Background: an optimization exercise with open tools, aiming at small area. Do not read the settings as production practice.
Function was checked by simulation only, so behaviour that the tests miss may differ from the original.

run A:
// cpuCore
module cpuCore (
	input logic clk,
	input logic reset,
	output logic [7:0] instrAddr,
	input logic [31:0] instrData,
	output logic [7:0] memAddr,
	output logic [31:0] memWriteData,
	input logic [31:0] memReadData,
	output logic memRead,
	output logic memWrite,
	output logic halted
);
Size: ~1,700 cells after synthesis.
Settings: LEC_CHECK=0, ABC_AREA=1, CAP_MARGIN=20, CORE_MARGIN=2, CORE_UTILIZATION=65, SLEW_MARGIN=20; clock period 10.5 ns.
standard.sh (not shown) runs the stock make flow with config.mk's settings and CLKGATE_MAP_FILE= SYNTH_SCRIPT=/design/flow/synth_recipe.tcl, a recipe that flattens the netlist after the stock synthesis.
==> flow/flow/run.sh <==
#!/bin/bash
# The standard layout, with two changes:
#  - after the standard synthesis, the combinational logic is mapped again
#    by ABC for area (registers, full adders and their names are kept);
#  - ports are buffered with buf_1 and the clock tree uses clkbuf_4 in
#    clusters of up to 11 flip-flops, without dummy loads.
set -euo pipefail
here=$(pwd)
export BUFFER_PORTS_ARGS="-buffer_cell sky130_fd_sc_hd__buf_1"
export CTS_ARGS="-sink_clustering_enable -repair_clock_nets -dont_use_dummy_load -buf_list sky130_fd_sc_hd__clkbuf_4 -sink_clustering_size 12 -sink_clustering_max_diameter 45"
bash standard.sh synth > synth.log 2>&1
res=$here/orfs/results/sky130hd/cpuCore/base
cp "$res/1_2_yosys.v" "$here/std_1_2_yosys.v"
bash "$here/flow/remap.sh" "$here/std_1_2_yosys.v" "$res/1_2_yosys.v" > remap.log 2>&1
bash standard.sh > standard.log 2>&1
Other scripts of this flow, unchanged in this note and not shown: flow/flow/remap.sh
Run A reached the end of the flow, and the finished layout is clean on the timing, DRC and antenna checks.
Setup changes, run A to run B
-- flow/flow/run.sh --
<<< run A, line 5
#  - ports are buffered with buf_1 and the clock tree uses clkbuf_4 in
#    clusters of up to 11 flip-flops, without dummy loads.
>>> run B, line 5
#  - ports are buffered with buf_1 and the clock tree has no dummy loads.
<<< run A, line 10
export CTS_ARGS="-sink_clustering_enable -repair_clock_nets -dont_use_dummy_load -buf_list sky130_fd_sc_hd__clkbuf_4 -sink_clustering_size 12 -sink_clustering_max_diameter 45"
>>> run B, line 9
export CTS_ARGS="-sink_clustering_enable -repair_clock_nets -dont_use_dummy_load -buf_list sky130_fd_sc_hd__clkbuf_8 -sink_clustering_size 20 -sink_clustering_max_diameter 75"
### Flow results
- Run B gives less number of antenna violations at the first check in global routing than run A did.
- Run B ended up with a higher hold slack than run A did.
- On fraction of met1 tracks used by global routing, the higher figure sits with run B, not run A.
- Compared with run A, run B shows a lower setup slack.
- For the clock-cell share of area, run B came in 0.39 points higher than run A did.
- Summary of run B over run A: cell area rose by 0.38%; global-route total usage across every layer fell by 0.27 points; wire length fell by about 0.6%.
--- input diff run B..run C ---
-- flow/flow/run.sh --
<<< run B, line 5
#  - ports are buffered with buf_1 and the clock tree has no dummy loads.
>>> run C, line 5
#  - ports are buffered with buf_1 and the clock tree uses clkbuf_4 in
#    clusters of up to 11 flip-flops, without dummy loads.
<<< run B, line 9
export CTS_ARGS="-sink_clustering_enable -repair_clock_nets -dont_use_dummy_load -buf_list sky130_fd_sc_hd__clkbuf_8 -sink_clustering_size 20 -sink_clustering_max_diameter 75"
>>> run C, line 10
export CTS_ARGS="-sink_clustering_enable -repair_clock_nets -dont_use_dummy_load -buf_list sky130_fd_sc_hd__clkbuf_4 -sink_clustering_size 11 -sink_clustering_max_diameter 50"
==> comparison <==
In run C, the worst-skew pair later-pin latency came out 0.22 ns above the value in run B. Worst setup slack after layout in run C vs run B: up 0.14 ns. Run C vs run B — via count rose 293. Re width of the die: no difference whatsoever between run C and run B.
What run D does differently from run C at the input level:
-- flow/flow/run.sh --
<<< run C, line 6
#    clusters of up to 11 flip-flops, without dummy loads.
>>> run D, line 6
#    clusters of up to 12 flip-flops, without dummy loads.
<<< run C, line 10
export CTS_ARGS="-sink_clustering_enable -repair_clock_nets -dont_use_dummy_load -buf_list sky130_fd_sc_hd__clkbuf_4 -sink_clustering_size 11 -sink_clustering_max_diameter 50"
>>> run D, line 10
export CTS_ARGS="-sink_clustering_enable -repair_clock_nets -dont_use_dummy_load -buf_list sky130_fd_sc_hd__clkbuf_4 -sink_clustering_size 12 -sink_clustering_max_diameter 45"
Notes after the runs:
- Run D: no failed stages, no open violations at the end
- Summary of the comparison: total of fill cells in the finished design is higher in run D, relative to run C.
- Global-route wire length before repair delta (run D − run C): favourable
- Run D vs run C — post-route minimum period rose 0.022 ns.
- For detail-routed via count per cell, run C and run D come out practically identical.
- Run D has less setup slack than run C.
- Final layout net count ended up 8 lower on run D than on run C.
- The global-route met3 utilization was comparable across run C and run D.
- Between run C and run D, first-iteration DRC count increased.
- Against run C, clock-buffer cell count in run D fell by a few percent.

## re-timing with driven ports
The flow's constraints put no driver on any port. The routed layouts listed below were extracted and timed again, unchanged, in two steps. Step 1 assumes that a clkbuf_16 drives the clock port and a buf_2 every other input. Step 2 moves the port delays by t, midway between the first and last clock arrival at a register: inputs arrive t later, outputs are due t later. That takes back most of the time a late clock gives input paths. Three values: no drivers, after step 1, after step 2; two values: the first two.
run	shift t [ns]	slack for setup (ns)	pins driven straight from the clock port
run A	0.826	4.403 / 4.372 / 3.546	1
run B	0.675	4.289 / 4.261 / 3.586	1
run C	0.869	4.425 / 4.398 / 3.530	1
run D	0.826	4.403 / 4.372 / 3.546	1
After both steps every run listed still meets setup and hold. The setup slack of run C, which loses most, moves by -0.027 ns with the drivers and by -0.895 ns with both steps.
